This is an optimization exercise on Yosys and OpenROAD, whose aim is small area, a short achievable clock period and few clock cycles, not a production implementation.
In this exercise RTL edits were held to simulation tests only and were not proved equivalent to the original.
No activity file was given, so power comes from the tool's default toggle rates.

==> flow/design.v <==
module lsb_index_enc #(
  parameter int NUM_COL   = 16,
  parameter int IDX_WIDTH = $clog2(NUM_COL)
) (
  input  logic [NUM_COL-1:0]   mask,
  output logic [NUM_COL-1:0]   low,
  output logic [IDX_WIDTH-1:0] index,
  output logic                 any_set,
  output logic [NUM_COL-1:0]   rest
);
  localparam int LVL = $clog2(NUM_COL);
  logic [NUM_COL-1:0] pre [LVL+1];
  logic [NUM_COL-1:0] below;
  always_comb begin
    pre[0] = mask;
    for (int k = 1; k <= LVL; k++) begin
      for (int i = 0; i < NUM_COL; i++) begin
        if (i >= (1 << (k - 1))) pre[k][i] = pre[k-1][i] | pre[k-1][i - (1 << (k - 1))];
        else                     pre[k][i] = pre[k-1][i];
      end
    end
  end
  assign below = {pre[LVL][NUM_COL-2:0], 1'b0};
  assign low   = mask & ~below;
  assign rest  = mask & below;
  always_comb begin
    index = '0;
    for (int i = 0; i < NUM_COL; i++) begin
      if (low[i]) index = index | IDX_WIDTH'(i);
    end
  end
  assign any_set = pre[LVL][NUM_COL-1];
endmodule
module act_buffer_sparse #(
  parameter int DATA_WIDTH = 8,
  parameter int NUM_COL    = 16,
  parameter int DEPTH      = 32,
  parameter int IDX_WIDTH  = $clog2(NUM_COL),
  parameter int ADDR_WIDTH = $clog2(DEPTH)
) (
  input  logic                             clk,
  input  logic                             reset,
  input  logic                             mode,
  input  logic                             wr_valid,
  output logic                             wr_ready,
  input  logic [NUM_COL-1:0]               wr_flag,
  input  logic [NUM_COL*DATA_WIDTH-1:0]    wr_data,
  input  logic                             rd_start,
  output logic                             rd_busy,
  output logic                             out_valid,
  input  logic                             out_ready,
  output logic [IDX_WIDTH-1:0]             out_index,
  output logic [DATA_WIDTH-1:0]            out_serial,
  output logic [NUM_COL*DATA_WIDTH-1:0]    out_parallel,
  output logic [NUM_COL-1:0]               out_flag,
  output logic [IDX_WIDTH:0]               row_nnz,
  output logic                             row_done,
  output logic [ADDR_WIDTH:0]              count,
  output logic                             empty,
  output logic                             full
);
  localparam int ROW_W  = NUM_COL * DATA_WIDTH;
  localparam int WORD_W = ROW_W + NUM_COL;
  localparam int HEAD   = DEPTH - 1;
  localparam int LVL    = $clog2(DEPTH);
  localparam int HALF   = NUM_COL / 2;
  localparam int HC_W   = $clog2(HALF + 1);
  localparam int NNZ_W  = IDX_WIDTH + 1;
  localparam logic [ADDR_WIDTH:0] DEPTH_CNT = (ADDR_WIDTH + 1)'(DEPTH);
  logic [WORD_W-1:0] stg [DEPTH];    
  logic [DEPTH-1:0]  vld;            
  logic              consumed;       
  logic              consumed_n;
  logic [DEPTH-1:0]  mv;             
  logic [DEPTH-1:0]  vld_n;
  logic [DEPTH-1:0]  free_n;         
  logic              wr_fire;
  always_comb begin
    vld_n[0] = mv[0] ? wr_fire : vld[0];
    for (int i = 1; i < DEPTH; i++) vld_n[i] = mv[i] ? vld[i-1] : vld[i];
  end
  logic [DEPTH-1:0] suf [LVL+1];
  always_comb begin
    suf[0] = ~vld_n;
    for (int k = 1; k <= LVL; k++) begin
      for (int i = 0; i < DEPTH; i++) begin
        if (i + (1 << (k - 1)) < DEPTH) suf[k][i] = suf[k-1][i] | suf[k-1][i + (1 << (k - 1))];
        else                            suf[k][i] = suf[k-1][i];
      end
    end
  end
  assign free_n = suf[LVL];
  logic [DEPTH-1:0]  hold;
  always_ff @(posedge clk) begin
    if (reset) begin
      mv   <= '1;
      hold <= '0;
    end else begin
      mv   <= free_n | {DEPTH{consumed_n}};
      hold <= ~(free_n | {DEPTH{consumed_n}});
    end
  end
  always_ff @(posedge clk) begin
    stg[0] <= ({wr_flag, wr_data} & {WORD_W{mv[0]}}) | (stg[0] & {WORD_W{hold[0]}});
    for (int i = 1; i < DEPTH; i++) begin
      stg[i] <= (stg[i-1] & {WORD_W{mv[i]}}) | (stg[i] & {WORD_W{hold[i]}});
    end
  end
  always_ff @(posedge clk) begin
    if (reset) vld <= '0;
    else       vld <= vld_n;
  end
  localparam int QTR  = NUM_COL / 4;
  localparam int QC_W = $clog2(QTR + 1);
  logic [NUM_COL-1:0]  qflag;
  logic [QC_W-1:0]     qc [4];
  logic [QC_W-1:0]     qc_q [4];
  logic [HC_W-1:0]     pc_lo_q, pc_hi_q;
  logic [NNZ_W-1:0]    h_nnz;
  assign qflag = stg[HEAD-3][ROW_W +: NUM_COL];
  always_comb begin
    for (int q = 0; q < 4; q++) begin
      qc[q] = '0;
      for (int c = 0; c < QTR; c++) qc[q] = qc[q] + QC_W'(qflag[q*QTR + c]);
    end
  end
  always_ff @(posedge clk) begin
    if (mv[HEAD-2]) begin
      for (int q = 0; q < 4; q++) qc_q[q] <= qc[q];
    end
    if (mv[HEAD-1]) begin
      pc_lo_q <= HC_W'(qc_q[0]) + HC_W'(qc_q[1]);
      pc_hi_q <= HC_W'(qc_q[2]) + HC_W'(qc_q[3]);
    end
    if (mv[HEAD]) h_nnz <= NNZ_W'(pc_lo_q) + NNZ_W'(pc_hi_q);
  end
  logic [NUM_COL-1:0]    hflag;
  logic [ROW_W-1:0]      hdata;
  logic [ROW_W-1:0]      hmask;      
  logic                  hv;
  logic [NUM_COL-1:0]    h_low, h_rest;
  logic [IDX_WIDTH-1:0]  h_idx;
  logic                  h_any;
  logic [DATA_WIDTH-1:0] h_byte;
  logic [NUM_COL-1:0]    rem;        
  logic [NUM_COL-1:0]    r_low, r_rest;
  logic [IDX_WIDTH-1:0]  r_idx;
  logic                  r_any;
  logic [DATA_WIDTH-1:0] r_byte;
  assign hflag = stg[HEAD][ROW_W +: NUM_COL];
  assign hdata = stg[HEAD][ROW_W-1:0];
  assign hv    = vld[HEAD] && !consumed;
  lsb_index_enc #(.NUM_COL(NUM_COL), .IDX_WIDTH(IDX_WIDTH)) u_henc (
    .mask(hflag), .low(h_low), .index(h_idx), .any_set(h_any), .rest(h_rest)
  );
  lsb_index_enc #(.NUM_COL(NUM_COL), .IDX_WIDTH(IDX_WIDTH)) u_renc (
    .mask(rem), .low(r_low), .index(r_idx), .any_set(r_any), .rest(r_rest)
  );
  always_comb begin
    h_byte = '0;
    r_byte = '0;
    for (int c = 0; c < NUM_COL; c++) begin
      hmask[c*DATA_WIDTH +: DATA_WIDTH] = hdata[c*DATA_WIDTH +: DATA_WIDTH] & {DATA_WIDTH{hflag[c]}};
      h_byte = h_byte | (hdata[c*DATA_WIDTH +: DATA_WIDTH] & {DATA_WIDTH{h_low[c]}});
      r_byte = r_byte | (hdata[c*DATA_WIDTH +: DATA_WIDTH] & {DATA_WIDTH{r_low[c]}});
    end
  end
  logic                  busy, outv, pmode, pend, mode_q, rdone;
  logic [IDX_WIDTH-1:0]  oidx;
  logic [DATA_WIDTH-1:0] oser;
  logic [ROW_W-1:0]      opar;
  logic [NUM_COL-1:0]    oflag;
  logic [NNZ_W-1:0]      onnz;
  logic [ADDR_WIDTH:0]   cnt;
  logic                  full_q, empty_q, wrdy_q;
  logic                  acc_ok;     
  logic                  pgo_s, pgo_p;
  logic                  out_last;   
  logic                  h_multi, r_multi;
  logic [IDX_WIDTH-1:0]  r_idx_n;
  logic [DATA_WIDTH-1:0] r_byte_n;
  assign acc_ok   = !busy && !empty_q && hv;
  assign pgo_s    = pend && hv && !mode_q;
  assign pgo_p    = pend && hv && mode_q;
  assign out_last = pmode || !r_any;
  assign h_multi  = (h_rest != '0);
  assign r_multi  = (r_rest != '0);
  assign r_idx_n  = out_last ? '0 : r_idx;
  assign r_byte_n = out_last ? '0 : r_byte;
  logic                  acc, st_s, st_p, xfer;
  assign wr_fire = wr_valid && wrdy_q;
  assign acc     = rd_start && !busy && !empty_q;
  assign st_s    = (rd_start && !mode && acc_ok) || pgo_s;
  assign st_p    = (rd_start && mode && acc_ok) || pgo_p;
  assign xfer    = outv && out_ready;
  assign consumed_n = (consumed && !mv[HEAD]) || (st_s && !h_multi) ||
                      (xfer && (pmode || (r_any && !r_multi)));
  always_ff @(posedge clk) begin
    if (reset) begin
      consumed <= 1'b0;
      busy     <= 1'b0;
      outv     <= 1'b0;
      pmode    <= 1'b0;
      pend     <= 1'b0;
      mode_q   <= 1'b0;
      rdone    <= 1'b0;
      oidx     <= '0;
      oser     <= '0;
      opar     <= '0;
      oflag    <= '0;
      onnz     <= '0;
      rem      <= '0;
    end else begin
      consumed <= consumed_n;
      busy     <= acc || (busy && !rdone);
      if (!busy) mode_q <= mode;
      pend     <= (acc || pend) && !hv;
      if (st_p || st_s) pmode <= st_p;
      outv     <= st_p || (st_s && h_any) || (outv && !(out_ready && out_last));
      rdone    <= (st_s && !h_any) || (xfer && out_last);
      if (st_s) begin
        oidx <= h_idx;
        oser <= h_byte;
        rem  <= h_rest;
      end else if (xfer) begin
        oidx <= r_idx_n;
        oser <= r_byte_n;
        rem  <= r_rest;
      end
      opar <= ({ROW_W{st_p}} & hmask) | ({ROW_W{!out_ready}} & opar);
      if (st_p || st_s) begin
        oflag <= hflag;
        onnz  <= h_nnz;
      end else if (rdone) begin
        oflag <= '0;
        onnz  <= '0;
      end
    end
  end
  logic                  inc, dec;
  logic [ADDR_WIDTH:0]   cnt_p1, cnt_m1;
  logic                  cnt_top, cnt_one;
  assign inc     = wr_fire && !rdone;
  assign dec     = !wr_fire && rdone;
  assign cnt_p1  = cnt + (ADDR_WIDTH + 1)'(1);
  assign cnt_m1  = cnt - (ADDR_WIDTH + 1)'(1);
  assign cnt_top = (cnt == DEPTH_CNT - (ADDR_WIDTH + 1)'(1));
  assign cnt_one = (cnt == (ADDR_WIDTH + 1)'(1));
  always_ff @(posedge clk) begin
    if (reset) begin
      cnt     <= '0;
      full_q  <= 1'b0;
      empty_q <= 1'b1;
      wrdy_q  <= 1'b1;
    end else if (inc) begin
      cnt     <= cnt_p1;
      full_q  <= cnt_top;
      empty_q <= 1'b0;
      wrdy_q  <= !cnt_top;
    end else if (dec) begin
      cnt     <= cnt_m1;
      full_q  <= 1'b0;
      empty_q <= cnt_one;
      wrdy_q  <= 1'b1;
    end
  end
  assign out_parallel = opar;
  assign out_index    = oidx;
  assign out_serial   = oser;
  assign out_flag     = oflag;
  assign row_nnz      = onnz;
  assign row_done     = rdone;
  assign rd_busy      = busy;
  assign out_valid    = outv;
  assign count        = cnt;
  assign empty        = empty_q;
  assign full         = full_q;
  assign wr_ready     = wrdy_q;
endmodule
==> flow/run.sh <==
#!/bin/bash
# synth_recipe.tcl (not shown) runs the flow's synth.tcl, then flattens the netlist and writes it again
# the make line also repeats each setting of config.mk as NAME=value (left out here)
make -C /OpenROAD-flow-scripts/flow DESIGN_CONFIG=/design/flow/config.mk WORK_HOME=/design/flow/orfs CLKGATE_MAP_FILE= SYNTH_SCRIPT=/design/flow/synth_recipe.tcl finish
==> flow/config.mk <==
export PLATFORM = sky130hd
export DESIGN_NAME = act_buffer_sparse
export DESIGN_NICKNAME = act_buffer_sparse
export VERILOG_FILES = /design/flow/design.v
export SDC_FILE = /design/flow/constraint.sdc
export NUM_CORES = 4
export LEC_CHECK = 0
export CAP_MARGIN = 20
export CORE_MARGIN = 2
export CORE_UTILIZATION = 60
export CTS_CLUSTER_DIAMETER = 80
export CTS_CLUSTER_SIZE = 30
export SETUP_SLACK_MARGIN = 5
export SLEW_MARGIN = 20
export SYNTH_MEMORY_MAX_BITS = 8192
==> flow/constraint.sdc <==
create_clock -name core_clock -period 8.0 [get_ports {clk}]
set_input_delay 1.6000 -clock core_clock [delete_from_list [all_inputs] [get_ports {clk}]]
set_output_delay 1.6000 -clock core_clock [all_outputs]
set_load 0.01 [all_outputs]
==> results.sh, run 1 <==
export IMPL_outcome="timing/DRC/antenna clean"
export IMPL_finalHoldViolations=0
export IMPL_clockBufferDepth=3
export IMPL_first_pass_iters=5
export IMPL_grt_overflow=0
export IMPL_drive_gt1_share_pct=8.50
export IMPL_synthCells=11809
export IMPL_yosys_mux_area_fraction_pct=0.233
export IMPL_whs_endpoint="stg[24][122]"
export IMPL_hold_path_class="reg -> reg"
export IMPL_grt_pass1_wl_um=476000
export IMPL_initial_core_util_pct=60.5
export IMPL_reg2reg_to="mv[21]"
export IMPL_hpwlAfterDp_um=204000
export IMPL_synth_edf_count=25
export IMPL_clkTransAtPathRegs_ps=110
export IMPL_core_area_sq_um=249000
export IMPL_totalWireLength_um=295000
export IMPL_yosys_area_share_simple_pct=1.81
export IMPL_synthXorXnorAreaFrac_pct=0.0523
export IMPL_synth_warning_count=7
export IMPL_critical_path_required_ps=8800
export IMPL_ys_seq_area_share_pct=65.6
export IMPL_tritoncts="yes"
export IMPL_clock_sinks=4921
export IMPL_antenna_found_initial=1
export IMPL_synth_area_sq_um=151000
export IMPL_timing_final_crit_share_pct=37.4
export IMPL_routabilityCongestion=0.855
export IMPL_fp_row_count=183
export IMPL_numCtsBuffers=191
export IMPL_r2r_cells=9
export IMPL_ir_worst_vdd_mv=0.237
export IMPL_crit_type="in -> reg"
export IMPL_p_comb_share_pct=3.4
export IMPL_drt_iter0_drc=5996
export IMPL_clock_skew_ps=82.0
export IMPL_root_buffer="clkbuf_16"
export IMPL_die_area_sq_um=255000
export IMPL_synthArstFlopShare_pct=0
export IMPL_drtAntennaViolNets=0
export IMPL_fillCellCount=18416
export IMPL_tightest_slew_ps=1140
export IMPL_finalNetCount=11588
export IMPL_rsz0062_at_grt="true"
export IMPL_min_from="stg[23][122]"
export IMPL_ys_seq_elements=4921
export IMPL_grt_max_degree=129
export IMPL_dr_total_vias=88573
export IMPL_min_period_ps=3000
export IMPL_p_sw_share_pct=20.9
export IMPL_synth_compound_area_share_pct=29.0
export IMPL_whs_path_depth=1
export IMPL_portBuffers=322
export IMPL_pin_count=323
export IMPL_r2r_start="stg[31][134]"
export IMPL_h_tree_depth=4
export IMPL_p_switching_mw=8.28
export IMPL_synth_top_family_by_area="compound AO/OA/AOI/OAI gates"
export IMPL_p_int_mw=31.3
export IMPL_post_drt_via_cell_ratio=5.99
export IMPL_setup_worst_path_end_class="flip-flop"
export IMPL_grt_pass1_vias=83079
export IMPL_cp_max_fo=7
export IMPL_ys_flop_type="dfxtp_1"
export IMPL_worst_hold_slack_ps=456
export IMPL_start_kind="primary input"
export IMPL_setup_viol=0
export IMPL_finalMaxSlewViolations=0
export IMPL_power_share_sequential_pct=67.3
export IMPL_yosysUniqueCellTypes=64
export IMPL_grt_total_usage_pct=22.3
export IMPL_maxCapViolCount=0
export IMPL_syn_to_final_growth_pct=7.29
export IMPL_drc=0
export IMPL_post_drt_wl_per_cell_um=19.9
export IMPL_die_w_um=505
export IMPL_ff2ff_setup_slack_ps=5070
export IMPL_fp_dieH_um=505
export IMPL_tns_ps=0
export IMPL_p_leak_nw=76.7
export IMPL_fmax_ghz=0.334
export IMPL_synth_fa_ha_area_share_pct=0.289
export IMPL_p_per_area_nw_per_um2=245
export IMPL_clockPowerShare_pct=29.3
export IMPL_avgSynthCellArea_sq_um=12.8
export IMPL_hold_buffers=0
export IMPL_synthesis_nets=11988
export IMPL_relSlewSlack_pct=23.8
export IMPL_clock_latency_ps=870
export IMPL_crit_arrival_ps=3790
==> worst max-delay path, cell delays in order <==
cell	delay (ps)
dlygate4sd2_1	280
nor4b_4	260
o21a_2	220
buf_12	120
o21ai_1	60
or4b_4	540
buf_12	170
o21ai_4	150
buf_6	170
buf_16	130
or3_1	90
==> layer usage <==
metal  wire length [um]  up-vias  track usage, %
met5                  0        -               0
met2             127000     1489            34.6
li1                   -    45318               -
met4               5780        0            4.58
met1             151000    41468            33.6
met3              11000      298            2.49
==> kinds of logic (layout without fill, tap and decap cells) <==
logic type / after synthesis / count (layout)
AOI/OAI and AO/OA: 5032 / 5033
xor gates and xnor gates: 9 / 9
adders and majority gates: 31 / 31
buffers and inverters: 1234 / 883
DFF: 4921 / 4921
muxes: 35 / 35
other: 0 / 3
and+or+nand+nor: 547 / 550
==> registers in the layout (all words and copies together), names as in the netlist, 4 cells and up <==
| register | count |
|---|---|
| cnt | 6 |
| h_nnz | 5 |
| hold | 32 |
| mv | 32 |
| oflag | 16 |
| oidx | 4 |
| onnz | 5 |
| opar | 128 |
| oser | 8 |
| pc_hi_q | 4 |
| pc_lo_q | 4 |
| qc_q | 12 |
| rem | 15 |
| stg | 4608 |
| vld | 32 |
==> final cells by class <==
cell class                      instances  area, sq um  area share (%)
Antenna cell                            3         7.51         0.00464
Clock buffer                          213         5000            3.09
Clock inverter                         33          504           0.312
Inverter                               60          226           0.140
Multi-Input combinational cell       5658        47500            29.4
Sequential cell                      4921        99300            61.4
Tap cell                             3330         4170            2.58
Timing Repair Buffer                  577         4910            3.04
==> synth_stat cells (all sizes together), types with 9 or more instances <==
library cell  number  area, sq um
a21oi             73          369
and3              24          150
o2111ai            9         78.8
and4               9         78.8
o21ai             23          119
or4               21          158
o211ai            12         90.1
clkbuf           875         3280
mux2i             34          340
edfxtp            25          751
a21o               9         67.6
or3               17          106
nor3              28          145
nor4              37          238
dfxtp           4896        98000
inv               60          225
ha                22          275
buf              299         1180
nor2b             25          156
and2              11         68.8
a221oi            33          289
nand3b            11         82.6
a32oi            129         1130
nand2b            15         93.8
nor2             212          796
a22oi             34          255
nand3             51          255
a22o            4628        40500
nand2             67          251
==> timing repair <==
action / CTS / global route
buffers inserted: 100 / 20
endpoints found under the setup margin: 365 / 158
pin swaps: 11 / 10
resized for setup: 998 / 39
cloned: 5 / 1
==> cell usage in the layout, fill, tap and decap left out, types with 24 or more instances in the layout <==
cell type,synthesis,layout
edfxtp_1,25,25
buf_2,8,115
nor4_1,36,31
dfxtp_4,0,85
mux2i_1,34,34
a32oi_1,129,129
a22oi_1,34,33
dfxtp_1,4896,4649
nor2_1,212,210
a221oi_1,33,32
a22o_1,4628,4628
clkbuf_16,0,197
nand2_1,67,67
buf_4,0,234
nor2b_1,25,24
nand3_1,51,51
a21oi_1,72,71
clkdlybuf4s50_1,0,146
buf_6,6,59
inv_1,60,59
dfxtp_2,0,162
==> power by group through the flow <==
stage	clock network (mW)	logic, mW	registers [mW]
2_1_floorplan	0	1.08	26.9
3_3_place_gp	0	1.23	27.2
3_5_place_dp	0	1.30	27.2
4_1_cts	11.9	1.33	26.7
5_1_grt	12.8	1.48	26.8
6_report	11.6	1.33	26.7
==> how the worst max path moves through the flow <==
stage / slack, ps / endpoint / depth (start not counted) / from
after floorplan: 4640 / hold[29] / 8 / mode
after global placement: 3310 / oidx[3] / 8 / mode
after detailed placement: 3300 / opar[43] / 7 / rd_start
after CTS: 4950 / count[1] / 1 / cnt[1]
after global routing: 4950 / count[1] / 1 / cnt[1]
final: 5000 / mv[21] / 11 / mode
==> through the flow <==
stage	cell area [sq um]	power, mW	worst slack (ps)	utilization (%)	cells
after detailed placement	155000	28.5	3300	62.2	14420
final	162000	39.6	5000	64.9	14795
after CTS	161000	39.9	4950	64.7	14771
after global placement	155000	28.4	3310	62.2	14419
after floorplan	151000	28.0	4640	-	11809
after global routing	162000	41.1	4950	64.9	14793
Testbench counts, summed over its fixed seeds: cycles 26,800.
==> run 2, diff against run 1 <==
--- a/flow/config.mk
+++ b/flow/config.mk
@@ -10,4 +10,5 @@
 export CORE_UTILIZATION = 60
-export CTS_CLUSTER_DIAMETER = 80
-export CTS_CLUSTER_SIZE = 30
+export CTS_BUF_LIST = sky130_fd_sc_hd__clkbuf_8
+export CTS_CLUSTER_DIAMETER = 50
+export CTS_CLUSTER_SIZE = 16
 export SETUP_SLACK_MARGIN = 5
==> run 2 against run 1 <==
Against the previous run:
- global-route usage rose by 0.34 points
- maximum frequency fell by 5.6%
- critical path type is now reg -> out
- cell count rose by 2.8%
- via count is 1.6% higher
- worst setup slack lost 180 ps
- area after synthesis is the same
- sequential power barely moved
- flip-flop and latch count unchanged
==> results.sh, run 2 <==
export IMPL_synth_area_sq_um=151000
export IMPL_synth_most_common_cell="dfxtp_1"
export IMPL_p_int_mw=32.9
export IMPL_die_area_sq_um=255000
export IMPL_min_period_ps=3170
export IMPL_p_per_area_nw_per_um2=254
export IMPL_grt_pass1_wl_um=483000
export IMPL_cp_max_fo=2
export IMPL_setup_worst_path_end_class="output port"
export IMPL_clkTransAtPathRegs_ps=100
export IMPL_cpPeakStageDelay_ps=370
export IMPL_avgSynthCellArea_sq_um=12.8
export IMPL_initial_core_util_pct=60.5
export IMPL_clock_latency_ps=1090
export IMPL_fp_row_count=183
export IMPL_seqCellArea_sq_um=99300
export IMPL_portBuffers=322
export IMPL_routabilityCongestion=0.855
export IMPL_met1_usage_pct=33.7
export IMPL_post_drt_via_cell_ratio=5.91
export IMPL_drive_gt1_share_pct=11.5
export IMPL_p_comb_share_pct=3.2
export IMPL_tightest_slew_ps=1090
export IMPL_layout_commonest_cell="dfxtp_1"
export IMPL_synthesis_nets=11988
export IMPL_numCtsBuffers=409
export IMPL_hold_buffers=0
export IMPL_clockBufferDepth=4
export IMPL_fmax_ghz=0.315
export IMPL_fp_dieH_um=505
export IMPL_grt_total_usage_pct=22.6
export IMPL_antenna_found_initial=2
export IMPL_ir_worst_vdd_mv=0.188
export IMPL_synthArstFlopShare_pct=0
export IMPL_use_met2_pct=34.7
export IMPL_first_pass_iters=5
export IMPL_clockPowerShare_pct=33.3
export IMPL_yosysUniqueCellTypes=64
export IMPL_synthCells=11809
export IMPL_root_buffer="clkbuf_8"
export IMPL_p_switching_mw=9.04
export IMPL_synth_top_cell_area_share_pct=65.1
export IMPL_ys_flop_type="dfxtp_1"
export IMPL_path_cells="buf_6"
export IMPL_relSlewSlack_pct=27.4
export IMPL_core_area_sq_um=249000
export IMPL_maxCapViolCount=0
export IMPL_outcome="timing/DRC/antenna clean"
export IMPL_critical_path_required_ps=6400
export IMPL_finalMaxSlewViolations=0
export IMPL_ys_seq_elements=4921
export IMPL_totalWireLength_um=300000
export IMPL_drt_iter0_drc=5827
export IMPL_drtAntennaViolNets=0
export IMPL_p_sw_share_pct=21.5
export IMPL_largest_reg_flops=4608
export IMPL_critPathBufInv=1
export IMPL_synth_warning_count=7
export IMPL_tritoncts="yes"
export IMPL_clock_skew_ps=88.0
export IMPL_post_drt_wl_per_cell_um=19.7
export IMPL_die_w_um=505
export IMPL_grt_pass1_vias=85119
export IMPL_fillCellCount=18107
export IMPL_dr_total_vias=89949
export IMPL_grt_overflow=0
export IMPL_multi_input_area_sq_um=47600
export IMPL_dpl_cell_area_sq_um=155000
export IMPL_syn_to_final_growth_pct=9.64
export IMPL_start_kind="flip-flop"
export IMPL_grt_max_degree=129
export IMPL_yosys_area_top_type="dfxtp_1"
export IMPL_cp_top_family="flip-flops"
export IMPL_timing_final_crit_share_pct=39.7
export IMPL_p_leak_nw=78.5
export IMPL_drc=0
export IMPL_pin_count=323
export IMPL_ys_seq_area_share_pct=65.6
export IMPL_yosys_top_cells_count="4896 x dfxtp_1, 4628 x a22o_1, 875 x clkbuf_1"
export IMPL_hpwlAfterDp_um=204000
export IMPL_crit_arrival_ps=1570
export IMPL_finalInstanceArea_sq_um=165000
export IMPL_tns_ps=0
export IMPL_largestRegisters="stg x4608, opar x128"
export IMPL_clock_sinks=4921
export IMPL_crit_type="reg -> out"
export IMPL_hold_path_class="reg -> reg"
export IMPL_finalNetCount=11825
export IMPL_top_usage_layer="met2"
export IMPL_h_tree_depth=5
export IMPL_setup_viol=0
export IMPL_synth_area_top_cells="dfxtp_1 65%, a22o_1 27%, clkbuf_1 2.2%"
export IMPL_synth_edf_count=25
export IMPL_layout_common_cells="4645 x dfxtp_1, 4628 x a22o_1, 436 x clkbuf_8"
export IMPL_finalHoldViolations=0
export IMPL_power_share_sequential_pct=63.5
export IMPL_rsz0062_at_grt="true"
export IMPL_critPathSlowestCell="dfxtp_4"
export IMPL_met3_usage_pct=2.80
export IMPL_regMostFlops="stg"
[run 2: final timing paths]
path                 from           to  slack (ps)  depth (start not counted)
min           stg[26][34]  stg[27][34]         430                          1
max reg2reg  stg[31][134]       mv[18]        5010                          9
max                cnt[2]     count[2]        4830                          1
min reg2reg   stg[26][34]  stg[27][34]         430                          1
[run 2: power by group through the flow]
stage | Combinational [mW] | Sequential, mW | Clock [mW]
final | 1.33 | 26.7 | 14.0
after global placement | 1.23 | 27.2 | 0
after floorplan | 1.08 | 26.9 | 0
after global routing | 1.48 | 26.8 | 15.3
after CTS | 1.33 | 26.7 | 14.4
after detailed placement | 1.30 | 27.2 | 0
[run 2: timing repair]
item / CTS / global route
endpoints found under the hold margin: 0 / 0
cloned: 3 / 3
pin swaps: 10 / 14
endpoints found under the setup margin: 344 / 326
gates resized for setup: 1125 / 38
buffers inserted: 100 / 39
[run 2: cell families after synthesis]
group	Yosys count	share of synthesized area, %
AO/OA/AOI/OAI	5032	29.0
XOR/XNOR	9	0.0523
adder cells (fa/ha/maj)	31	0.289
buffers and inverters	1234	3.11
flip-flops	4921	65.6
multiplexers	35	0.233
AND/OR/NAND/NOR	547	1.81
[run 2: per-stage QoR]
| stage | power (mW) | util [%] | hold slack (ps) | setup WS, ps | std cells |
|---|---|---|---|---|---|
| floorplan | 28.0 | - | 440 | 4640 | 11809 |
| CTS | 42.4 | 66.1 | 423 | 4710 | 15154 |
| finish | 42.0 | 66.3 | 426 | 4830 | 15207 |
| global route | 43.6 | 66.3 | 448 | 4700 | 15203 |
| global placement | 28.4 | 62.2 | 451 | 3310 | 14419 |
| detailed placement | 28.5 | 62.2 | 450 | 3300 | 14420 |
[run 2: area by class of cell]
class	instances	share of cell area, %
inverters	60	0.137
diodes	11	0.0167
clock buffers	436	3.63
well taps	3330	2.52
clock inverters	195	1.28
flip-flops and latches	4921	60.1
multi-input cells	5658	28.8
repair buffers	596	3.49
[run 2: per-layer routing]
metal / up-vias / routed length [um]
met5: - / 0
met4: 0 / 7530
met3: 467 / 11700
met2: 1697 / 128000
met1: 41890 / 153000
li1: 45895 / -
==> run 3, diff against run 2 <==
--- a/flow/design.v
+++ b/flow/design.v
@@ -77,2 +77,6 @@
   logic              wr_fire;
+  logic [DEPTH-1:0]  free_q, nfree_q;
+  logic [DEPTH-1:0]  hold;
+  assign mv   = free_q | {DEPTH{consumed}};
+  assign hold = nfree_q & {DEPTH{!consumed}};
   always_comb begin
@@ -92,10 +96,9 @@
   assign free_n = suf[LVL];
-  logic [DEPTH-1:0]  hold;
   always_ff @(posedge clk) begin
     if (reset) begin
-      mv   <= '1;
-      hold <= '0;
+      free_q  <= '1;
+      nfree_q <= '0;
     end else begin
-      mv   <= free_n | {DEPTH{consumed_n}};
-      hold <= ~(free_n | {DEPTH{consumed_n}});
+      free_q  <= free_n;
+      nfree_q <= ~free_n;
     end
--- a/flow/config.mk
+++ b/flow/config.mk
@@ -10,5 +10,4 @@
 export CORE_UTILIZATION = 60
-export CTS_BUF_LIST = sky130_fd_sc_hd__clkbuf_8
-export CTS_CLUSTER_DIAMETER = 50
-export CTS_CLUSTER_SIZE = 16
+export CTS_CLUSTER_DIAMETER = 80
+export CTS_CLUSTER_SIZE = 30
 export SETUP_SLACK_MARGIN = 5
==> run 3 against run 2 <==
Against the previous run:
- via count fell by 0.70%
- maximum frequency rose by 3.4%
- clock skew fell by 8.3 ps
- largest cell class unchanged
- critical path type is now reg -> reg
- die area rose by 0.32%
- total power fell by 5.3%
- global-route usage barely moved
- synthesized cell count rose by 0.79%
==> results.sh, run 3 <==
export IMPL_synth_warning_count=7
export IMPL_yosysUniqueCellTypes=86
export IMPL_drive_gt1_share_pct=8.37
export IMPL_syn_to_final_growth_pct=7.48
export IMPL_post_drt_wl_per_cell_um=20.3
export IMPL_p_per_area_nw_per_um2=245
export IMPL_post_drt_via_cell_ratio=5.99
export IMPL_cp_max_fo=14
export IMPL_setup_viol=0
export IMPL_finalMaxSlewViolations=0
export IMPL_setup_worst_path_end_class="flip-flop"
export IMPL_tritoncts="yes"
export IMPL_crit_type="reg -> reg"
export IMPL_regMostFlops="stg"
export IMPL_hold_buffers=0
export IMPL_crit_arrival_ps=3840
export IMPL_whs_path_depth=1
export IMPL_tns_ps=0
export IMPL_initial_core_util_pct=60.2
export IMPL_avgSynthCellArea_sq_um=12.7
export IMPL_fp_dieH_um=506
export IMPL_worst_hold_slack_ps=442
export IMPL_yosys_area_share_simple_pct=2.26
export IMPL_tightest_slew_ps=1060
export IMPL_synth_most_common_cell="dfxtp_1"
export IMPL_outcome="timing/DRC/antenna clean"
export IMPL_root_buffer="clkbuf_16"
export IMPL_synth_top_family_by_area="compound AO/OA/AOI/OAI gates"
export IMPL_die_area_sq_um=256000
export IMPL_min_period_ps=3070
export IMPL_h_tree_depth=4
export IMPL_first_pass_iters=6
export IMPL_dr_total_vias=89320
export IMPL_die_w_um=506
export IMPL_synth_edf_count=25
export IMPL_grt_total_usage_pct=22.6
export IMPL_synthArstFlopShare_pct=0
export IMPL_start_kind="flip-flop"
export IMPL_routabilityCongestion=0.881
export IMPL_ir_worst_vdd_mv=0.231
export IMPL_synthCells=11902
export IMPL_core_area_sq_um=251000
export IMPL_fillCellCount=18351
export IMPL_timing_final_crit_share_pct=38.4
export IMPL_portBuffers=322
export IMPL_synthesis_nets=12081
export IMPL_maxCapViolCount=0
export IMPL_ys_flop_type="dfxtp_1"
export IMPL_r2r_cells=9
export IMPL_largest_reg_flops=4608
export IMPL_synthXorXnorAreaFrac_pct=0.0579
export IMPL_grt_max_degree=145
export IMPL_grt_pass1_wl_um=480000
export IMPL_largestRegisters="stg x4608, opar x128"
export IMPL_synth_fa_ha_area_share_pct=0.301
export IMPL_pin_count=323
export IMPL_grt_overflow=0
export IMPL_power_mw=39.8
export IMPL_grt_pass1_vias=83452
export IMPL_hpwlAfterDp_um=207000
export IMPL_relSlewSlack_pct=29.0
export IMPL_totalWireLength_um=303000
export IMPL_yosys_mux_area_fraction_pct=0.219
export IMPL_ys_seq_area_share_pct=65.3
export IMPL_antenna_found_initial=3
export IMPL_clock_latency_ps=910
export IMPL_clock_skew_ps=79.7
export IMPL_critical_path_required_ps=8770
export IMPL_clockBufferDepth=3
export IMPL_fp_row_count=184
export IMPL_fmax_ghz=0.326
export IMPL_ys_seq_elements=4920
export IMPL_drtAntennaViolNets=0
export IMPL_drt_iter0_drc=5950
export IMPL_finalHoldViolations=0
export IMPL_synth_top_cell_area_share_pct=64.8
export IMPL_finalNetCount=11697
export IMPL_numCtsBuffers=192
export IMPL_p_leak_nw=77.2
export IMPL_ff2ff_setup_slack_ps=4930
export IMPL_clkTransAtPathRegs_ps=110
export IMPL_yosys_area_top_type="dfxtp_1"
export IMPL_yosys_top_cells_count="4895 x dfxtp_1, 4621 x a22o_1, 902 x clkbuf_1"
export IMPL_rsz0062_at_grt="true"
export IMPL_synth_area_top_cells="dfxtp_1 65%, a22o_1 27%, clkbuf_1 2.2%"
export IMPL_layout_common_cells="4719 x dfxtp_1, 4621 x a22o_1, 263 x nor2_1"
export IMPL_layout_commonest_cell="dfxtp_1"
export IMPL_synth_compound_area_share_pct=28.8
export IMPL_hold_path_class="reg -> reg"
export IMPL_synth_area_sq_um=151000
export IMPL_clock_sinks=4920
export IMPL_drc=0
[run 3: final timing paths]
kind / startpoint / end
min: stg[25][13] / stg[26][13]
max: consumed / free_q[1]
max reg2reg: consumed / free_q[1]
min reg2reg: stg[25][13] / stg[26][13]
[run 3: final cells by class]
type	instances	area, sq um	area share, %
diodes	2	5.00	0.00308
clock buffers	204	4880	3.00
clock inverters	37	726	0.447
inverters	60	229	0.141
multi-input cells	5779	48300	29.7
flip-flops and latches	4920	99000	61.0
well taps	3348	4190	2.58
repair buffers	565	5070	3.12
[run 3: cells by family (layout without fill, tap and decap cells)]
| family | after synthesis | in the layout |
|---|---|---|
| AO/OA/AOI/OAI | 5046 | 5046 |
| XOR/XNOR | 10 | 10 |
| adder cells (fa/ha/maj) | 33 | 33 |
| buffers and inverters | 1211 | 866 |
| flip-flops | 4920 | 4920 |
| multiplexers | 33 | 33 |
| other | 0 | 2 |
| AND/OR/NAND/NOR | 649 | 657 |
[run 3: timing repair]
action	4_1_cts	5_1_grt
setup buffers	94	10
endpoints found under the setup margin	2140	313
pin swaps	8	8
gates resized for setup	1024	16
cloned	5	4
[run 3: power by group]
part | leakage (nW) | switching [mW] | internal (mW)
combinational | 32.9 | 0.408 | 0.992
clock | 2.71 | 7.12 | 4.57
sequential | 41.6 | 0.851 | 25.8
[run 3: routing by layer]
layer | vias to the layer above | GRT usage, % | part of all wire, %
met1 | 42476 | 32.9 | 50
li1 | 44993 | - | -
met3 | 317 | 2.38 | 3.4
met2 | 1534 | 35.7 | 44
met5 | - | 0 | 0
met4 | 0 | 6.35 | 2.6
[run 3: worst max-delay path, cell delays in order, from the launching register on]
cell,delay [ps]
dfxtp_4,440
buf_4,250
buf_12,190
or3b_4,450
a21oi_2,170
o21ai_2,110
or3_4,470
inv_4,140
nand4_1,280
or3b_1,450
[run 3: stage by stage]
stage | area, sq um | cells | utilization [%] | worst slack, ps
2_1_floorplan | 151000 | 11902 | - | 4960
3_3_place_gp | 156000 | 14559 | 62.1 | 3600
3_5_place_dp | 156000 | 14559 | 62.1 | 3470
4_1_cts | 162000 | 14899 | 64.7 | 4900
5_1_grt | 162000 | 14914 | 64.7 | 4890
6_report | 162000 | 14915 | 64.7 | 4930
Testbench counts of run 3, summed over its fixed seeds: cycles 26,800.
==> run 4, diff against run 3 <==
--- a/flow/design.v
+++ b/flow/design.v
@@ -81,17 +81,31 @@
   assign hold = nfree_q & {DEPTH{!consumed}};
-  always_comb begin
-    vld_n[0] = mv[0] ? wr_fire : vld[0];
-    for (int i = 1; i < DEPTH; i++) vld_n[i] = mv[i] ? vld[i-1] : vld[i];
-  end
-  logic [DEPTH-1:0] suf [LVL+1];
-  always_comb begin
-    suf[0] = ~vld_n;
+  logic [DEPTH-1:0] vld_s;           
+  logic [DEPTH-1:0] vld_r;           
+  logic [DEPTH-1:0] free_s, free_r;
+  always_comb begin
+    vld_s[0] = free_q[0] ? wr_fire : vld[0];
+    for (int i = 1; i < DEPTH; i++) vld_s[i] = free_q[i] ? vld[i-1] : vld[i];
+    vld_r = {vld[DEPTH-2:0], wr_fire};
+    vld_n = consumed ? vld_r : vld_s;
+  end
+  logic [DEPTH-1:0] sufs [LVL+1];
+  logic [DEPTH-1:0] sufr [LVL+1];
+  always_comb begin
+    sufs[0] = ~vld_s;
+    sufr[0] = ~vld_r;
     for (int k = 1; k <= LVL; k++) begin
       for (int i = 0; i < DEPTH; i++) begin
-        if (i + (1 << (k - 1)) < DEPTH) suf[k][i] = suf[k-1][i] | suf[k-1][i + (1 << (k - 1))];
-        else                            suf[k][i] = suf[k-1][i];
-      end
-    end
-  end
-  assign free_n = suf[LVL];
+        if (i + (1 << (k - 1)) < DEPTH) begin
+          sufs[k][i] = sufs[k-1][i] | sufs[k-1][i + (1 << (k - 1))];
+          sufr[k][i] = sufr[k-1][i] | sufr[k-1][i + (1 << (k - 1))];
+        end else begin
+          sufs[k][i] = sufs[k-1][i];
+          sufr[k][i] = sufr[k-1][i];
+        end
+      end
+    end
+  end
+  assign free_s = sufs[LVL];
+  assign free_r = sufr[LVL];
+  assign free_n = consumed ? free_r : free_s;
   always_ff @(posedge clk) begin
==> run 4 against run 3 <==
Against the previous run:
- flip-flop and latch count did not move
- sequential share of layout area increased by 0.055 points
- die area increased by 0.33%
- total power about the same
- worst hold slack got worse by 15 ps
- critical endpoint is now oflag[7]
- largest power group unchanged
- non-clock buffer count is 17 lower
- count of clock-buffer cells in the layout is 5 lower
- wire length grew 0.15%
- area after synthesis up 0.33%
- cell count is essentially flat
- maximum frequency increased by 2.2%
- largest cell class unchanged
- global-route usage grew 0.13 points
==> results.sh, run 4 <==
export IMPL_synth_warning_count=8
export IMPL_hold_buffers=0
export IMPL_drive_gt1_share_pct=8.05
export IMPL_fp_dieH_um=507
export IMPL_path_cells="clkdlybuf4s50_1, nor3b_4, buf_4, a22oi_2, nor2_4, buf_4, nor2_4, nand3_1, a21oi_1"
export IMPL_clkTransAtPathRegs_ps=110
export IMPL_avgSynthCellArea_sq_um=12.7
export IMPL_finalMaxSlewViolations=0
export IMPL_dr_total_vias=90470
export IMPL_h_tree_depth=4
export IMPL_fp_row_count=184
export IMPL_timing_final_crit_share_pct=37.5
export IMPL_antenna_found_initial=3
export IMPL_tightest_slew_ps=1000
export IMPL_root_buffer="clkbuf_16"
export IMPL_critPathSlowestCell="clkdlybuf4s50_1"
export IMPL_drc=0
export IMPL_layout_common_cells="4721 x dfxtp_1, 4608 x a22o_1, 225 x nor2_1"
export IMPL_drt_iter0_drc=6474
export IMPL_fmax_ghz=0.333
export IMPL_grt_pass1_vias=85448
export IMPL_synth_top_cell_area_share_pct=64.6
export IMPL_yosys_top_cells_count="4895 x dfxtp_1, 4608 x a22o_1, 1086 x clkbuf_1"
export IMPL_synth_area_top_cells="dfxtp_1 65%, a22o_1 27%, clkbuf_1 2.7%"
export IMPL_largestRegisters="stg x4608, opar x128"
export IMPL_grt_total_usage_pct=22.7
export IMPL_setup_ws_ps=5000
export IMPL_critical_path_required_ps=8740
export IMPL_hpwlAfterDp_um=210000
export IMPL_hold_path_class="reg -> reg"
export IMPL_die_area_sq_um=257000
export IMPL_maxCapViolCount=0
export IMPL_drtAntennaViolNets=0
export IMPL_ys_seq_area_share_pct=65.1
export IMPL_synthCells=11980
export IMPL_crit_type="in -> reg"
export IMPL_routabilityCongestion=0.841
export IMPL_ys_seq_elements=4920
export IMPL_whs_endpoint="stg[31][45]"
export IMPL_clock_latency_ps=890
export IMPL_die_w_um=507
export IMPL_relSlewSlack_pct=33.0
export IMPL_setup_viol=0
export IMPL_synth_area_sq_um=152000
export IMPL_place_ws_ps=3240
export IMPL_crit_arrival_ps=3740
export IMPL_initial_core_util_pct=60.3
export IMPL_cp_max_fo=21
export IMPL_tns_ps=0
export IMPL_tritoncts="yes"
export IMPL_largest_reg_flops=4608
export IMPL_grt_overflow=0
export IMPL_finalNetCount=11720
export IMPL_ff2ff_setup_slack_ps=5070
export IMPL_regMostFlops="stg"
export IMPL_numCtsBuffers=191
export IMPL_syn_to_final_growth_pct=7.01
export IMPL_synth_edf_count=25
export IMPL_power_mw=39.7
export IMPL_pin_count=323
export IMPL_outcome="timing/DRC/antenna clean"
export IMPL_p_per_area_nw_per_um2=245
export IMPL_finalHoldViolations=0
export IMPL_portBuffers=322
export IMPL_yosysUniqueCellTypes=80
export IMPL_grt_max_degree=193
export IMPL_r2r_cells=7
export IMPL_synth_most_common_cell="dfxtp_1"
export IMPL_whs_path_depth=1
export IMPL_first_pass_iters=6
export IMPL_synthesis_nets=12159
export IMPL_r2r_start="rem[1]"
export IMPL_min_from="stg[30][45]"
export IMPL_synthArstFlopShare_pct=0
export IMPL_clock_sinks=4920
export IMPL_clock_skew_ps=73.8
export IMPL_core_area_sq_um=251000
export IMPL_grt_pass1_wl_um=486000
export IMPL_clockBufferDepth=3
export IMPL_ir_worst_vdd_mv=0.252
export IMPL_reg2reg_to="rem[10]"
export IMPL_setup_worst_path_end_class="flip-flop"
export IMPL_fin_util_pct=64.5
export IMPL_post_drt_wl_per_cell_um=20.3
export IMPL_layout_commonest_cell="dfxtp_1"
export IMPL_post_drt_via_cell_ratio=6.06
export IMPL_rsz0062_at_grt="true"
export IMPL_start_kind="primary input"
export IMPL_cpPeakStageDelay_ps=410
export IMPL_p_leak_nw=77.1
export IMPL_yosys_area_top_type="dfxtp_1"
export IMPL_min_period_ps=3000
export IMPL_ys_flop_type="dfxtp_1"
export IMPL_totalWireLength_um=303000
run 4: how the worst max path moves through the flow:
stage	start	endpoint	slack, ps
after floorplan	wr_valid	cnt[5]	4900
after global placement	rd_start	opar[25]	3380
after detailed placement	rd_start	opar[21]	3240
after CTS	opar[51]	out_parallel[51]	4960
after global routing	consumed	stg[19][45]	4950
final	rd_start	oflag[7]	5000
run 4: repair_timing:
item                       in CTS  in global routing
setup endpoints to repair    2494               1989
resized for setup             938                 51
cloned                          2                  1
setup buffers                  83                  7
pin swaps                       3                  5
run 4: final cells by class:
class | instances | area, sq um
Timing Repair Buffer | 548 | 4680
Clock inverter | 31 | 549
Sequential cell | 4920 | 99000
Fill cell | 18590 | 89100
Inverter | 65 | 249
Tap cell | 3348 | 4190
Multi-Input combinational cell | 5815 | 48700
Antenna cell | 3 | 7.51
Clock buffer | 199 | 4870
run 4: stage by stage:
stage	instances	hold WS [ps]	cell area [sq um]
2_1_floorplan	11980	425	152000
3_3_place_gp	14602	452	156000
3_5_place_dp	14602	452	156000
4_1_cts	14917	417	162000
5_1_grt	14927	443	162000
6_report	14929	427	162000
run 4: cells by family after synthesis:
family | synth area share, %
mux | 0.318
xor+xnor | 0.0520
fa+ha+maj | 0.287
compound gates | 29.1
simple gates | 2.01
buf+inv | 3.10
flops | 65.1
run 4: metal layers:
layer	routed length [um]	share of wire, %	vias up	GRT usage (%)
met4	5780	1.9	0	4.65
met2	135000	45	1513	36.8
met3	11100	3.7	309	2.55
met1	151000	50	43353	32.9
met5	0	0	-	0
li1	-	-	45295	-
run 4: power breakdown:
part / internal, mW / total [mW] / switching [mW]
Sequential: 25.8 / 26.6 / 0.837
Combinational: 0.999 / 1.44 / 0.444
Clock: 4.53 / 11.6 / 7.09
run 4: critical path: cells and delay by family:
family | cells | cell delay, ps
simple gates | 4 | 790
buf+inv | 3 | 750
compound gates | 2 | 590
Testbench counts of run 4, summed over its fixed seeds: cycles 26,800.
==> run 5, diff against run 4 <==
==> flow/flow/run.sh (new file) <==
#!/bin/bash
set -euo pipefail
bash standard.sh "BUFFER_PORTS_ARGS=-buffer_cell sky130_fd_sc_hd__buf_4" SETUP_SLACK_MARGIN=5.35 finish > standard_flow.log 2>&1
==> flow/standard.sh (new file) <==
#!/bin/bash
# synth_recipe.tcl (not shown) runs the flow's synth.tcl, then flattens the netlist and writes it again
# the make line also repeats each setting of config.mk as NAME=value (left out here)
make -C /OpenROAD-flow-scripts/flow DESIGN_CONFIG=/design/flow/config.mk WORK_HOME=/design/flow/orfs CLKGATE_MAP_FILE= SYNTH_SCRIPT=/design/flow/synth_recipe.tcl "${@:-finish}"
removed: flow/run.sh
==> run 5 against run 4 <==
Against the previous run:
- still clean
- flip-flop and latch count unchanged
- clock skew grew 0.85 ps
- area after synthesis is the same
- design area grew 1.1%
- critical path depth down 8
- cell count grew 0.62%
- critical path type is now reg -> out
- critical endpoint is now out_parallel[45]
- largest power group unchanged
- highest routed layer unchanged
==> results.sh, run 5 <==
export IMPL_fmax_ghz=0.333
export IMPL_avgSynthCellArea_sq_um=12.7
export IMPL_hold_buffers=0
export IMPL_setup_worst_path_end_class="output port"
export IMPL_ys_flop_type="dfxtp_1"
export IMPL_dr_total_vias=90167
export IMPL_synthXorXnorAreaFrac_pct=0.0520
export IMPL_timing_final_crit_share_pct=37.5
export IMPL_synth_area_sq_um=152000
export IMPL_h_tree_depth=4
export IMPL_synth_top_cell_area_share_pct=64.6
export IMPL_r2r_cells=7
export IMPL_clockBufferDepth=3
export IMPL_finalHoldViolations=0
export IMPL_clock_skew_ps=74.7
export IMPL_pin_count=323
export IMPL_rsz0062_at_grt="true"
export IMPL_finalMaxSlewViolations=0
export IMPL_yosys_area_share_simple_pct=2.01
export IMPL_cp_max_fo=2
export IMPL_crit_type="reg -> out"
export IMPL_syn_to_final_growth_pct=8.22
export IMPL_maxCapViolCount=0
export IMPL_post_drt_via_cell_ratio=6.00
export IMPL_synth_area_top_cells="dfxtp_1 65%, a22o_1 27%, clkbuf_1 2.7%"
export IMPL_grt_pass1_wl_um=487000
export IMPL_fp_dieH_um=507
export IMPL_grt_overflow=0
export IMPL_tritoncts="yes"
export IMPL_p_per_area_nw_per_um2=242
export IMPL_ff2ff_setup_slack_ps=5310
export IMPL_tightest_slew_ps=1020
export IMPL_hold_path_class="reg -> reg"
export IMPL_finalNetCount=11805
export IMPL_drt_iter0_drc=6384
export IMPL_relSlewSlack_pct=31.7
export IMPL_synth_edf_count=25
export IMPL_critPathSlowestCell="dfxtp_2"
export IMPL_first_pass_iters=9
export IMPL_yosysUniqueCellTypes=80
export IMPL_root_buffer="clkbuf_16"
export IMPL_cpPeakStageDelay_ps=390
export IMPL_grt_max_degree=174
export IMPL_ys_seq_elements=4920
export IMPL_critPathBufInv=1
export IMPL_core_area_sq_um=251000
export IMPL_drtAntennaViolNets=0
export IMPL_numCtsBuffers=191
export IMPL_synthCells=11980
export IMPL_post_drt_wl_per_cell_um=20.4
export IMPL_initial_core_util_pct=60.3
export IMPL_grt_pass1_vias=84367
export IMPL_outcome="timing/DRC/antenna clean"
export IMPL_synthArstFlopShare_pct=0
export IMPL_critical_path_required_ps=6400
export IMPL_fin_util_pct=65.3
export IMPL_p_leak_nw=77.9
export IMPL_hpwlAfterDp_um=205000
export IMPL_largest_reg_flops=4608
export IMPL_largestRegisters="stg x4608, opar x128"
export IMPL_worst_path_stages=1
export IMPL_path_cells="buf_6"
export IMPL_start_kind="flip-flop"
export IMPL_die_w_um=507
export IMPL_clock_latency_ps=900
export IMPL_power_mw=39.8
export IMPL_synth_most_common_cell="dfxtp_1"
export IMPL_synth_fa_ha_area_share_pct=0.287
export IMPL_layout_commonest_cell="dfxtp_1"
export IMPL_drc=0
export IMPL_synth_warning_count=8
export IMPL_ir_worst_vdd_mv=0.210
export IMPL_clkTransAtPathRegs_ps=110
export IMPL_synthesis_nets=12159
export IMPL_synth_compound_area_share_pct=29.1
export IMPL_cp_top_family="flip-flops"
export IMPL_yosys_mux_area_fraction_pct=0.318
export IMPL_fp_row_count=184
export IMPL_ys_seq_area_share_pct=65.1
export IMPL_routabilityCongestion=0.857
export IMPL_min_period_ps=3000
export IMPL_layout_common_cells="4706 x dfxtp_1, 4608 x a22o_1, 352 x buf_4"
export IMPL_whs_path_depth=1
export IMPL_clock_sinks=4920
export IMPL_portBuffers=322
export IMPL_totalWireLength_um=306000
export IMPL_regMostFlops="stg"
export IMPL_synth_top_family_by_area="compound AO/OA/AOI/OAI gates"
export IMPL_tns_ps=0
export IMPL_drive_gt1_share_pct=10.7
export IMPL_grt_total_usage_pct=22.9
export IMPL_crit_arrival_ps=1400
export IMPL_setup_viol=0
export IMPL_yosys_area_top_type="dfxtp_1"
export IMPL_die_area_sq_um=257000
export IMPL_yosys_top_cells_count="4895 x dfxtp_1, 4608 x a22o_1, 1086 x clkbuf_1"
export IMPL_antenna_found_initial=2
[run 5: cell counts after synthesis]
Identical to the previous run, type by type.
[run 5: metrics by stage]
step / cell area (sq um) / instances / setup WS (ps) / hold slack (ps)
floorplan: 152000 / 11980 / 4910 / 425
CTS: 164000 / 14989 / 4920 / 438
global route: 164000 / 15017 / 4930 / 459
detailed placement: 156000 / 14605 / 3980 / 452
global placement: 156000 / 14605 / 4050 / 451
finish: 164000 / 15021 / 5000 / 435
[run 5: where the power goes]
part	switching, mW	internal (mW)
clock network	7.10	4.57
logic	0.446	0.994
registers	0.835	25.8
[run 5: path summary, 6_finish.rpt]
kind	endpoint	startpoint
setup / recovery	out_parallel[45]	opar[45]
hold reg to reg	stg[30][118]	stg[29][118]
hold / removal	stg[30][118]	stg[29][118]
setup reg to reg	oser[3]	stg[31][130]
[run 5: layer usage]
layer  wire length, um  vias to the layer above  global-route usage (%)  part of all wire, %
met2            137000                     1613                    37.3                   45
met1            151000                    42759                    32.7                   49
met5                 0                        -                       0                    0
met4              6080                        0                    4.83                  2.0
met3             12000                      312                    2.85                  3.9
li1                  -                    45483                       -                    -
[run 5: cell families (layout without fill, tap and decap cells)]
family / count (synthesis) / count (layout)
compound gates: 5112 / 5112
simple gates: 612 / 632
fa+ha+maj: 31 / 31
buf+inv: 1248 / 916
other cells: 0 / 5
mux: 48 / 48
xor+xnor: 9 / 9
flops: 4920 / 4920
[run 5: layout make-up]
type	instances	area [sq um]
Timing Repair Buffer	616	5920
Clock inverter	35	667
Multi-Input combinational cell	5832	49200
Clock buffer	200	4850
Antenna cell	5	12.5
Sequential cell	4920	99000
Inverter	65	245
Tap cell	3348	4190
Fill cell	18350	87300
[run 5: worst reg2reg max path: cells and delay by family (launching register included)]
family	cells	cell delay (ps)
AOI/OAI and AO/OA	4	1190
and+or+nand+nor	2	760
DFF	1	350
buffers and inverters	1	340
[run 5: timing repair]
action / CTS / global route
endpoints found under the setup margin: 3073 / 892
gates cloned: 21 / 3
pin swaps: 32 / 5
resized for setup: 496 / 50
setup buffers: 128 / 24
==> run 6, diff against run 5 <==
==> flow/flow/run.sh (replaced) <==
#!/bin/bash
set -euo pipefail
bash standard.sh "BUFFER_PORTS_ARGS=-buffer_cell sky130_fd_sc_hd__buf_2" SETUP_SLACK_MARGIN=5.2 finish > standard_flow.log 2>&1
==> run 6 against run 5 <==
Against the previous run:
- still clean
- non-clock buffer count decreased by 34
- clock skew decreased by 5.9 ps
- maximum frequency decreased by 0.29%
- count of clock-buffer cells in the layout increased by 5
- critical endpoint is now out_parallel[115]
- largest power group unchanged
- highest routed layer unchanged
==> results.sh, run 6 <==
export IMPL_whs_path_depth=1
export IMPL_syn_to_final_growth_pct=7.53
export IMPL_min_from="stg[27][96]"
export IMPL_ys_seq_elements=4920
export IMPL_stdcell_count=14988
export IMPL_core_area_sq_um=251000
export IMPL_tritoncts="yes"
export IMPL_finalNetCount=11773
export IMPL_clock_sinks=4920
export IMPL_crit_start="opar[115]"
export IMPL_largest_reg_flops=4608
export IMPL_ys_flop_type="dfxtp_1"
export IMPL_yosysUniqueCellTypes=80
export IMPL_synth_area_top_cells="dfxtp_1 65%, a22o_1 27%, clkbuf_1 2.7%"
export IMPL_grt_pass1_vias=85098
export IMPL_clkTransAtPathRegs_ps=110
export IMPL_wl_met1_um=152000
export IMPL_clockBufferDepth=3
export IMPL_grt_overflow=0
export IMPL_hold_path_class="reg -> reg"
export IMPL_r2r_start="consumed"
export IMPL_critPathBufInv=1
export IMPL_synth_warning_count=8
export IMPL_yosys_top_cells_count="4895 x dfxtp_1, 4608 x a22o_1, 1086 x clkbuf_1"
export IMPL_routabilityCongestion=0.867
export IMPL_root_buffer="clkbuf_16"
export IMPL_tns_ps=0
export IMPL_crit_type="reg -> out"
export IMPL_largestRegisters="stg x4608, opar x128"
export IMPL_wl_met3_um=11200
export IMPL_initial_core_util_pct=60.3
export IMPL_p_leak_nw=77.5
export IMPL_drive_gt1_share_pct=9.97
export IMPL_dr_total_vias=90675
export IMPL_layout_common_cells="4711 x dfxtp_1, 4608 x a22o_1, 223 x nor2_1"
export IMPL_portBuffers=322
export IMPL_top_layer_used="met4"
export IMPL_synth_edf_count=25
export IMPL_fp_row_count=184
export IMPL_start_kind="flip-flop"
export IMPL_path_cells="buf_6"
export IMPL_drtAntennaViolNets=0
export IMPL_cp_max_fo=2
export IMPL_synthArstFlopShare_pct=0
export IMPL_maxCapViolCount=0
export IMPL_wl_met2_um=138000
export IMPL_cpPeakStageDelay_ps=390
export IMPL_totalWireLength_um=308000
export IMPL_cp_top_family="flip-flops"
export IMPL_layout_commonest_cell="dfxtp_1"
export IMPL_ys_seq_area_share_pct=65.1
export IMPL_synth_most_common_cell="dfxtp_1"
export IMPL_avgSynthCellArea_sq_um=12.7
export IMPL_rsz0062_at_grt="true"
export IMPL_ir_worst_vdd_mv=0.263
export IMPL_critPathSlowestCell="dfxtp_2"
export IMPL_grt_total_usage_pct=22.8
export IMPL_hold_buffers=0
export IMPL_outcome="timing/DRC/antenna clean"
export IMPL_synth_top_cell_area_share_pct=64.6
export IMPL_drc=0
export IMPL_die_w_um=507
export IMPL_regMostFlops="stg"
export IMPL_h_tree_depth=4
export IMPL_p_per_area_nw_per_um2=244
export IMPL_setup_viol=0
export IMPL_place_inst=14601
export IMPL_grt_pass1_wl_um=487000
export IMPL_hpwlAfterDp_um=207000
export IMPL_post_drt_via_cell_ratio=6.05
export IMPL_crit_arrival_ps=1410
export IMPL_critical_path_required_ps=6400
export IMPL_fp_dieH_um=507
export IMPL_first_pass_iters=5
export IMPL_relSlewSlack_pct=29.5
export IMPL_finalHoldViolations=0
export IMPL_synthesis_nets=12159
export IMPL_fin_util_pct=64.9
export IMPL_antenna_found_initial=3
export IMPL_yosys_area_top_type="dfxtp_1"
export IMPL_die_area_sq_um=257000
export IMPL_worst_path_stages=1
export IMPL_synth_area_sq_um=152000
export IMPL_finalMaxSlewViolations=0
export IMPL_setup_worst_path_end_class="output port"
export IMPL_min_period_ps=3010
export IMPL_grt_max_degree=173
export IMPL_clock_skew_ps=68.8
export IMPL_numCtsBuffers=191
export IMPL_r2r_cells=7
export IMPL_tightest_slew_ps=1060
export IMPL_pin_count=323
export IMPL_synthCells=11980
export IMPL_clock_latency_ps=910
export IMPL_timing_final_crit_share_pct=37.6
export IMPL_drt_iter0_drc=6261
export IMPL_fmax_ghz=0.332
export IMPL_post_drt_wl_per_cell_um=20.6
==> run 6: cell counts after synthesis <==
No cell type changed its count.
==> run 6: report_power, final <==
| group | leakage [nW] | internal [mW] | switching [mW] | total [mW] |
|---|---|---|---|---|
| Clock | 2.70 | 4.65 | 7.08 | 11.7 |
| Sequential | 41.6 | 25.8 | 0.839 | 26.6 |
| Combinational | 33.2 | 0.967 | 0.434 | 1.40 |
| Total | 77.5 | 31.4 | 8.36 | 39.8 |
==> run 6: path summary, 6_finish.rpt <==
kind                        to  slack, ps
max reg2reg         free_q[11]       5220
max          out_parallel[115]       4990
min                stg[28][96]        430
min reg2reg        stg[28][96]        430
==> run 6: repair_timing <==
| action | 4_1_cts | 5_1_grt |
|---|---|---|
| setup buffers | 89 | 37 |
| hold endpoints to repair | 0 | 0 |
| pin swaps | 18 | 17 |
| resized for setup | 440 | 50 |
| cloned | 11 | 11 |
| endpoints found under the setup margin | 2671 | 2119 |
==> run 6: layout make-up <==
cell class,count,area (sq um)
flip-flops and latches,4920,99000
fillers,18562,88300
multi-input cells,5834,48900
repair buffers,582,5110
clock buffers,205,4920
well taps,3348,4190
clock inverters,31,644
inverters,65,245
diodes,3,7.51
==> run 6: cells by family (layout without fill, tap and decap cells) <==
kind of cell,Yosys count,count (layout),synth area share [%]
other,0,3,0
xor gates and xnor gates,9,9,0.0520
buffers and inverters,1248,883,3.10
and+or+nand+nor,612,634,2.01
AOI/OAI and AO/OA,5112,5112,29.1
adders and majority gates,31,31,0.287
DFF,4920,4920,65.1
muxes,48,48,0.318
==> run 6: per-stage QoR <==
step | hold WS, ps | instance area [sq um] | setup slack, ps | power [mW]
6_report | 433 | 163000 | 4990 | 39.8
5_1_grt | 459 | 163000 | 4930 | 41.3
2_1_floorplan | 425 | 152000 | 4900 | 28.0
3_5_place_dp | 452 | 155000 | 3610 | 28.6
4_1_cts | 420 | 163000 | 4920 | 40.1
3_3_place_gp | 450 | 155000 | 3790 | 28.5
==> run 6: metal layers <==
metal / global-route usage (%) / up-vias
met5: 0 / -
li1: - / 45378
met4: 5.60 / 0
met2: 36.9 / 1673
met1: 32.9 / 43303
met3: 2.31 / 321
==> run 7, diff against run 6 <==
==> flow/flow/run.sh (replaced) <==
#!/bin/bash
set -euo pipefail
bash standard.sh "BUFFER_PORTS_ARGS=-buffer_cell sky130_fd_sc_hd__buf_4" SETUP_SLACK_MARGIN=5.2 finish > standard_flow.log 2>&1
==> run 7 against run 6 <==
Against the previous run:
- via count is 0.54% lower
- critical path depth stayed put
- combinational power hardly changed
- flip-flop and latch count stayed put
- still clean
- global-route usage is 0.083 points higher
- die area stayed put
- count of clock-buffer cells in the layout is 2 higher
- register-to-register slack hardly changed
- total power hardly changed
- sequential share of layout area is 0.094 points lower
==> results.sh, run 7 <==
export IMPL_synth_area_sq_um=152000
export IMPL_clock_sinks=4920
export IMPL_rsz0062_at_grt="true"
export IMPL_setup_ws_ps=5030
export IMPL_yosys_area_top_type="dfxtp_1"
export IMPL_largest_reg_flops=4608
export IMPL_p_comb_share_pct=3.5
export IMPL_grt_pass1_wl_um=487000
export IMPL_tns_ps=0
export IMPL_grt_overflow=0
export IMPL_outcome="timing/DRC/antenna clean"
export IMPL_portBuffers=322
export IMPL_ir_worst_vdd_mv=0.241
export IMPL_maxCapViolCount=0
export IMPL_hold_buffers=0
export IMPL_core_area_sq_um=251000
export IMPL_path_cells="buf_6"
export IMPL_post_drt_wl_per_cell_um=20.5
export IMPL_crit_type="reg -> out"
export IMPL_place_ws_ps=4230
export IMPL_synth_area_top_cells="dfxtp_1 65%, a22o_1 27%, clkbuf_1 2.7%"
export IMPL_h_tree_depth=4
export IMPL_clockPowerShare_pct=29.4
export IMPL_p_per_area_nw_per_um2=244
export IMPL_hold_path_class="reg -> reg"
export IMPL_numCtsBuffers=191
export IMPL_finalMaxSlewViolations=0
export IMPL_syn_to_final_growth_pct=7.72
export IMPL_finalHoldViolations=0
export IMPL_pin_count=323
export IMPL_die_area_sq_um=257000
export IMPL_synthCells=11980
export IMPL_tightest_slew_ps=1150
export IMPL_p_leak_nw=77.5
export IMPL_grt_max_degree=145
export IMPL_dr_total_vias=90185
export IMPL_r2r_start="rem[5]"
export IMPL_critical_path_required_ps=6400
export IMPL_clock_latency_ps=880
export IMPL_synth_warning_count=8
export IMPL_fmax_ghz=0.337
export IMPL_crit_arrival_ps=1370
export IMPL_yosys_top_cells_count="4895 x dfxtp_1, 4608 x a22o_1, 1086 x clkbuf_1"
export IMPL_setup_worst_path_end_class="output port"
export IMPL_timing_final_crit_share_pct=37.1
export IMPL_critPathSlowestCell="dfxtp_4"
export IMPL_synth_edf_count=25
export IMPL_min_from="stg[6][105]"
export IMPL_clkTransAtPathRegs_ps=100
export IMPL_fin_util_pct=65.0
export IMPL_critPathBufInv=1
export IMPL_relSlewSlack_pct=23.6
export IMPL_ys_seq_area_share_pct=65.1
export IMPL_drtAntennaViolNets=0
export IMPL_hpwlAfterDp_um=211000
export IMPL_fp_dieH_um=507
export IMPL_synth_most_common_cell="dfxtp_1"
export IMPL_cp_max_fo=2
export IMPL_post_drt_via_cell_ratio=6.02
export IMPL_layout_common_cells="4707 x dfxtp_1, 4608 x a22o_1, 328 x buf_4"
export IMPL_die_w_um=507
export IMPL_synth_top_cell_area_share_pct=64.6
export IMPL_stdcell_count=14977
export IMPL_tritoncts="yes"
export IMPL_min_period_ps=2970
export IMPL_fp_row_count=184
export IMPL_regMostFlops="stg"
export IMPL_drive_gt1_share_pct=9.96
export IMPL_finalInstanceArea_sq_um=163000
export IMPL_power_mw=39.8
export IMPL_ys_flop_type="dfxtp_1"
export IMPL_drt_iter0_drc=6082
export IMPL_synthArstFlopShare_pct=0
export IMPL_crit_start="oidx[0]"
export IMPL_initial_core_util_pct=60.3
export IMPL_worst_hold_slack_ps=454
export IMPL_grt_total_usage_pct=22.9
export IMPL_power_share_sequential_pct=67.0
export IMPL_antenna_found_initial=3
export IMPL_yosysUniqueCellTypes=80
export IMPL_clockBufferDepth=3
export IMPL_routabilityCongestion=0.860
export IMPL_largestRegisters="stg x4608, opar x128"
export IMPL_cpPeakStageDelay_ps=410
export IMPL_p_int_mw=31.4
export IMPL_clock_skew_ps=40.6
export IMPL_layout_commonest_cell="dfxtp_1"
export IMPL_p_sw_share_pct=20.9
export IMPL_finalNetCount=11761
export IMPL_setup_viol=0
export IMPL_avgSynthCellArea_sq_um=12.7
export IMPL_grt_pass1_vias=84968
export IMPL_dpl_cell_area_sq_um=155000
export IMPL_root_buffer="clkbuf_16"
export IMPL_start_kind="flip-flop"
export IMPL_drc=0
export IMPL_first_pass_iters=6
export IMPL_synthesis_nets=12159
export IMPL_cp_top_family="flip-flops"
export IMPL_place_inst=14601
export IMPL_totalWireLength_um=306000
export IMPL_ys_seq_elements=4920
export IMPL_p_switching_mw=8.32
==> run 7: cell count changes in the layout (fill, tap and decap cells not counted), sizes merged, moves of 2 or more <==
cell	change
buf	-13
clkinv	-2
inv	+3
nor2	-2
nor2b	+4
==> run 7: power groups by stage <==
stage          Combinational, mW  Clock, mW  Sequential (mW)
2_1_floorplan               1.17          0             26.9
3_3_place_gp                1.32          0             27.2
3_5_place_dp                1.40          0             27.2
4_1_cts                     1.42       12.0             26.7
5_1_grt                     1.57       12.9             26.8
6_report                    1.41       11.7             26.6
==> run 7: layout make-up <==
type | count | area (sq um)
Inverter | 65 | 245
Timing Repair Buffer | 568 | 5380
Clock inverter | 31 | 553
Clock buffer | 207 | 4960
Antenna cell | 2 | 5.00
Multi-Input combinational cell | 5836 | 49000
Fill cell | 18404 | 88100
Sequential cell | 4920 | 99000
Tap cell | 3348 | 4190
==> run 7: repair_timing <==
item / CTS / global route
cloned: 22 / 2
pin swaps: 22 / 7
setup endpoints to repair: 2513 / 1471
setup buffers: 90 / 22
endpoints found under the hold margin: 0 / 0
gates resized for setup: 450 / 57
==> run 7: final timing paths <==
check,to,slack [ps],cells after the start
setup / recovery,out_index[0],5030,1
hold / removal,stg[7][105],450,1
setup reg to reg,oser[4],5220,6
hold reg to reg,stg[7][105],450,1
==> run 7: kinds of logic after synthesis <==
| logic type | Yosys count | share of synthesized area, % |
|---|---|---|
| AOI/OAI and AO/OA | 5112 | 29.1 |
| xor gates and xnor gates | 9 | 0.0520 |
| adders and majority gates | 31 | 0.287 |
| buffers and inverters | 1248 | 3.10 |
| DFF | 4920 | 65.1 |
| muxes | 48 | 0.318 |
| and+or+nand+nor | 612 | 2.01 |
==> run 7: layer usage <==
metal  vias to the layer above  global-route usage, %  share of wire (%)
li1                      45342                      -                  -
met3                       364                   2.45                3.6
met2                      1677                   37.7                 45
met5                         -                      0                  0
met4                         0                   5.11                2.2
met1                     42802                   32.5                 49

## re-timing with driven ports
Ports are ideal in the flow. The routed layouts listed here were re-timed in OpenROAD. Step 1: set_driving_cell puts a clkbuf_16 on clk and a buf_2 on each other input, an assumption about the parent block. Step 2 moves the port delays by t, midway between the first and last clock arrival at a register: inputs arrive t later, outputs are due t later. That takes back most of the time a late clock gives input paths. Three values: no drivers, after step 1, after step 2; two values: the first two.
run | t, ns | setup slack, ns | slew at the worst register clock pin (ns) | worst data-port slew with drivers (ns)
run 1 | 0.923 | 5.004 / 4.941 / 4.142 | 0.12 / 0.12 | 0.07
run 2 | 1.143 | 4.827 / 4.734 / 3.870 | 0.11 / 0.11 | 0.06
run 3 | 0.960 | 4.932 / 4.901 / 4.124 | 0.11 / 0.11 | 0.05
run 4 | 0.942 | 4.997 / 4.951 / 4.115 | 0.12 / 0.12 | 0.05
run 5 | 0.956 | 5.001 / 4.907 / 4.496 | 0.11 / 0.11 | 0.05
run 6 | 0.971 | 4.992 / 4.896 / 4.393 | 0.11 / 0.11 | 0.06
run 7 | 0.949 | 5.035 / 4.940 / 4.425 | 0.11 / 0.11 | 0.05
After both steps every run listed still meets setup and hold. For run 2, which loses most, drivers alone change the setup slack by -0.093 ns; drivers and shift together by -0.957 ns.
